Source: an optimization exercise on an open RTL-to-GDS flow (aim: small area, a short achievable clock period and few clock cycles per item). Production flows keep margins and buffers that such runs may drop. The RTL was checked by simulation tests, not by an equivalence proof against the original design.

==> job 5048 <==
Design two_phase_lock_table_with_deadlock_check_core, start of the top module:
module two_phase_lock_table_with_deadlock_check_core #(
  parameter int TXN_SLOTS    = tpl_pkg::TxnSlotsDef,
  parameter int LOCK_ENTRIES = tpl_pkg::LockEntriesDef,
  parameter int KEY_BITS     = tpl_pkg::KeyBitsDef
) (
  input  logic          clk_i,
  input  logic          rst_ni,
  input  logic          start_i,
  output logic          busy_o,
  input  logic [38:0]   req_i,
  output logic          done_o,
  output logic [9:0]    rsp_o,
  input  logic          psel,
  input  logic          penable,
  input  logic          pwrite,
  input  logic [2:0]    paddr,
  input  logic [31:0]   pwdata,
  output logic [31:0]   prdata,
  output logic          pready
);
  localparam int N  = LOCK_ENTRIES;
  localparam int T  = TXN_SLOTS;
  localparam int SW = $clog2(TXN_SLOTS);
  localparam int KB = KEY_BITS;
  localparam int NS = 8;          
  localparam int SP = N / NS;     
  localparam int AS = 2;          
  localparam int RS = 2;          
  logic [N-1:0][KB-1:0] key_q;
  logic [N-1:0][T-1:0]  smn_q;    
  logic [N-1:0]         ov_q;
  logic [N-1:0][SW-1:0] os_q;
  ...
==> flow/config.mk <==
export PLATFORM = sky130hd
export DESIGN_NAME = two_phase_lock_table_with_deadlock_check_core
export DESIGN_NICKNAME = two_phase_lock_table_with_deadlock_check_core
export VERILOG_FILES = /design/flow/design.v
export SDC_FILE = /design/flow/constraint.sdc
export NUM_CORES = 8
export LEC_CHECK = 0
export ABC_AREA = 1
export CAP_MARGIN = 30
export CORE_MARGIN = 2
export CORE_UTILIZATION = 40
export PLACE_DENSITY = 0.5
export SETUP_SLACK_MARGIN = 4.5
export SLEW_MARGIN = 20
==> flow/constraint.sdc <==
create_clock -name core_clock -period 9.0 [get_ports {clk_i}]
set_input_delay 1.8000 -clock core_clock [delete_from_list [all_inputs] [get_ports {clk_i}]]
set_output_delay 1.8000 -clock core_clock [all_outputs]
set_load 0.01 [all_outputs]
run.sh (not shown) runs the stock make flow with config.mk's settings and CLKGATE_MAP_FILE= SYNTH_SCRIPT=/design/flow/synth_recipe.tcl, a recipe that flattens the netlist after the stock synthesis.
==> job 8631 (differences from job 5048) <==
--- a/flow/design.v
+++ b/flow/design.v
@@ -145,15 +145,15 @@
     alloc_sel = '0;
     for (int k = NS - 1; k >= 0; k--) begin
       if (st_free[k]) alloc_sel = NS'(1) << k;
     end
   end
   assign any_free_st = |st_free;
   assign full        = &used;
-  assign st_wait     = x_lock && !found && !any_free_st && !(stw_q && full_q);
+  assign st_wait     = x_lock && !any_free_st && !(stw_q && full_q);
   assign lk_new      = x_go && x_lock && !found && any_free_st;
   assign alloc_do    = lk_new ? alloc_sel : '0;
   logic [T-1:0] anc, anc_prev;
   logic         anc_conv, dlk, pend_set, x_fin;
   always_comb begin
     anc = '0;
     for (int u = 0; u < T; u++) begin
@@ -166,15 +166,15 @@
         anc[u] = anc[u] | (|(row_q[u] & anc_prev));
       end
     end
   end
   assign anc_conv = (anc == anc_prev);
   assign dlk      = (rd_ov && anc[rd_os]) || |(((x_ex ? rd_sm : '0) | x_dt) & anc);
   assign x_fin    = x_go && !st_wait;
-  assign pend_set = x_go && blocked && (dlk || !anc_conv);
+  assign pend_set = x_fin && blocked && (dlk || !anc_conv);
   logic [T-1:0]  rprev, rk, cand;
   logic          r_conv, r_cyc, has;
   logic [SW-1:0] vic;
   always_comb begin
     rprev = reach_q;
     rk    = reach_q;
     for (int s = 0; s < RS; s++) begin
@@ -203,19 +203,19 @@
   logic [T-1:0]  dclr, dset, omask;
   logic [SW-1:0] cslot, oslot;
   assign col_clr    = (x_go && x_end) || dlb;
   assign cslot      = dlb ? v_q : x_t;
   assign oslot      = dlb ? dl_t : x_t;
   assign dclr       = init_q ? {T{1'b1}} : (dlb ? dv_q : x_dt);
   assign dset       = dlb ? dl_dt : x_dt;
-  assign omask      = dclr;    
+  assign omask      = dlb ? dv_q : x_dt;
   assign m_all      = init_q || col_clr;
   logic sh_go, ex_go, unl_go;
-  assign sh_go      = x_go && x_sh;
-  assign ex_go      = x_go && x_ex;
+  assign sh_go      = x_fin && x_sh;
+  assign ex_go      = x_fin && x_ex;
   assign unl_go     = x_go && x_unl;
   logic [N-1:0][T-1:0]  nx_smn;
   logic [N-1:0]         nx_ov;
   logic [N-1:0][SW-1:0] nx_os;
   always_comb begin
     for (int i = 0; i < N; i++) begin
       logic m_i, p_i, clr_i, set_i, own_i, oth_i, up_i, rg_i;
@@ -249,15 +249,15 @@
     for (int k = 0; k < NS; k++) begin
       if (st_free[k]) begin
         key_q[k*SP] <= x_key;
       end
     end
   end
   logic add_edges;
-  assign add_edges = x_go && blocked;
+  assign add_edges = x_fin && blocked;
   always_ff @(posedge clk_i) begin
     for (int a = 0; a < T; a++) begin
       if (init_q) begin
         row_q[a] <= '0;
       end else if (col_clr) begin
         if (a == int'(cslot)) begin
           row_q[a] <= '0;
@@ -307,32 +307,30 @@
                1'b1, 1'b1, 4'(v_q)};
     end else begin
       rsp_d = {run_ok, run_st, 6'b0};
     end
   end
   assign done_d = (x_fin && !pend_set) || dla_done || dlb;
   logic          accept, x_free, x_load;
-  logic [N-1:0]  s_hk;
-  logic          sk_s, sk_r;
+  logic [KB-1:0] cam_key;
   logic [2:0]    ld_cmd;
   logic [SW-1:0] ld_t;
   logic [N-1:0]  hk_in;
   logic          sk_in;
   assign busy_o  = s_v || init_q;
   assign accept  = start_i && !busy_o;
   assign x_free  = !x_v || x_fin;
   assign x_load  = x_free && (s_v || accept);
+  assign cam_key = s_v ? s_key : req_i[KB-1:0];
   assign ld_cmd  = s_v ? s_cmd : req_i[38:36];
   assign ld_t    = s_v ? s_t : req_i[35:32];
-  assign sk_r    = (req_i[KB-1:0] == x_key);
-  assign sk_s    = (s_key == x_key);
-  assign sk_in   = s_v ? sk_s : sk_r;
+  assign sk_in   = (cam_key == x_key);
   always_comb begin
     for (int i = 0; i < N; i++) begin
-      hk_in[i] = (key_q[i] == req_i[KB-1:0]);
+      hk_in[i] = (key_q[i] == cam_key);
     end
   end
   always_ff @(posedge clk_i or negedge rst_ni) begin
     if (!rst_ni) begin
       init_q  <= 1'b1;
       x_v     <= 1'b0;
       s_v     <= 1'b0;
@@ -353,34 +351,27 @@
     end
   end
   always_ff @(posedge clk_i) begin
     if (!s_v) begin
       s_cmd <= req_i[38:36];
       s_t   <= req_i[35:32];
       s_key <= req_i[31:0];
-      for (int i = 0; i < N; i++) begin
-        s_hk[(i + 1) % N] <= hk_in[i];
-      end
-    end else begin
-      for (int i = 0; i < N; i++) begin
-        s_hk[(i + 1) % N] <= s_hk[i];
-      end
     end
     if (x_load) begin
       x_t   <= ld_t;
       x_dt  <= T'(1) << ld_t;
       x_beg <= (ld_cmd == tpl_pkg::CmdBegin);
       x_sh  <= (ld_cmd == tpl_pkg::CmdLockSh);
       x_ex  <= (ld_cmd == tpl_pkg::CmdLockEx);
       x_unl <= (ld_cmd == tpl_pkg::CmdUnlock);
       x_end <= (ld_cmd == tpl_pkg::CmdEnd);
-      x_key <= s_v ? s_key : req_i[KB-1:0];
+      x_key <= cam_key;
       x_sk  <= sk_in;
       for (int i = 0; i < N; i++) begin
-        x_hk[(i + 1) % N] <= s_v ? s_hk[i] : hk_in[i];
+        x_hk[(i + 1) % N] <= hk_in[i];
       end
     end else begin
       for (int i = 0; i < N; i++) begin
         x_hk[(i + 1) % N] <= hk_eff[i];
       end
     end
     if (!pend_q) begin
PLACE_DENSITY = unset   (was 0.5)
SETUP_SLACK_MARGIN = 4   (was 4.5)
==> summary.txt <==
                                                                                               job 5048                  job 8631
Number of filler instances in the final layout                                                    42998                     43354
Dpl ws                                                                                          2377 ps                   2288 ps
Buffers and inverters on the worst path                                                               6                         7
Share of synthesized cell area in full adder, half adder and majority cells                    0.09184%                  0.09909%
Placed wire-length estimate after detailed placement                                         1021000 um                1013000 um
Terminus of the critical flop-to-flop path                                         reach_q[1]$_DFFE_PP_          done_q$_DFF_PN0_
Fraction of standard cell area that is sequential                                                38.29%                    38.93%
Combined area of the multi-input logic cells                                                87860 sq um               86910 sq um
Synthesized-area fraction occupied by ao, oa, aoi and oai cells                                  21.13%                    17.00%
Cell area reported after detailed placement                                                187500 sq um              187500 sq um
First-pass GRT wire length                                                                   1781000 um                1737000 um
Count of placed standard cells in the final layout, fillers left out                              29759                     29110
Via count of the first global-routing pass                                                       181944                    176205
Launch instance of the worst min-delay path                                           key_q[19]$_DFF_P_        key_q[988]$_DFF_P_
1st-iter DRT viols                                                                                43424                     40132
Commonest non-fill, non-tap cell in the layout                                 sky130_fd_sc_hd__nand2_1  sky130_fd_sc_hd__dfxtp_1
Result of the run                                                            complete, but fails checks  no timing/DRC/antenna violations
Reasons for failing layout checks                                                         antenna rules                         -
Largest net degree at the start of global routing                                                   128                       143
Flip-flop and latch count                                                                          4043                      3979
FF+latch count, synth                                                                              4043                      3979
Synth Area per Inst                                                                         7.814 sq um               7.942 sq um
Non-Clock Inverter Count                                                                           1605                      1610
Layout cell share with drive strength beyond 1                                                   15.40%                    12.22%
Number of nets still failing antenna checks after routing                                             3                         0
Worst-case hold path end point                                                        key_q[51]$_DFF_P_       key_q[1020]$_DFF_P_
Multi-input logic cell count                                                                      15663                     15403
Testbench counts of job 5048, summed over its fixed seeds: cycles 12,602, items 12,000.
Testbench counts of job 8631, summed over its fixed seeds: cycles 12,603, items 12,000.

-- re-timing with driven ports --
The flow's constraints put no driver on any port. The routed layouts listed below were extracted and timed again, unchanged, in two steps.
Step 1 assumes that a clkbuf_16 drives the clock port and a buf_2 every other input.
Step 2 moves the port delays by t, midway between the first and last clock arrival at a register: inputs arrive t later, outputs are due t later. That takes back most of the time a late clock gives input paths.
Three values: ideal, step 1, step 2; two values: the first two.
run	shift t [ns]	setup slack, ns	latest minus earliest clock arrival (ns)	slew at the worst register clock pin (ns)	pins driven straight from the clock port
job 5048	1.199	4.064 / 4.064 / 3.034	0.162 / 0.161	0.07 / 0.07	1
job 8631	1.198	3.545 / 3.545 / 2.975	0.100 / 0.100	0.08 / 0.08	1
The setup slack of job 5048, which loses most, moves by 0.000 ns with the drivers and by -1.030 ns with both steps.
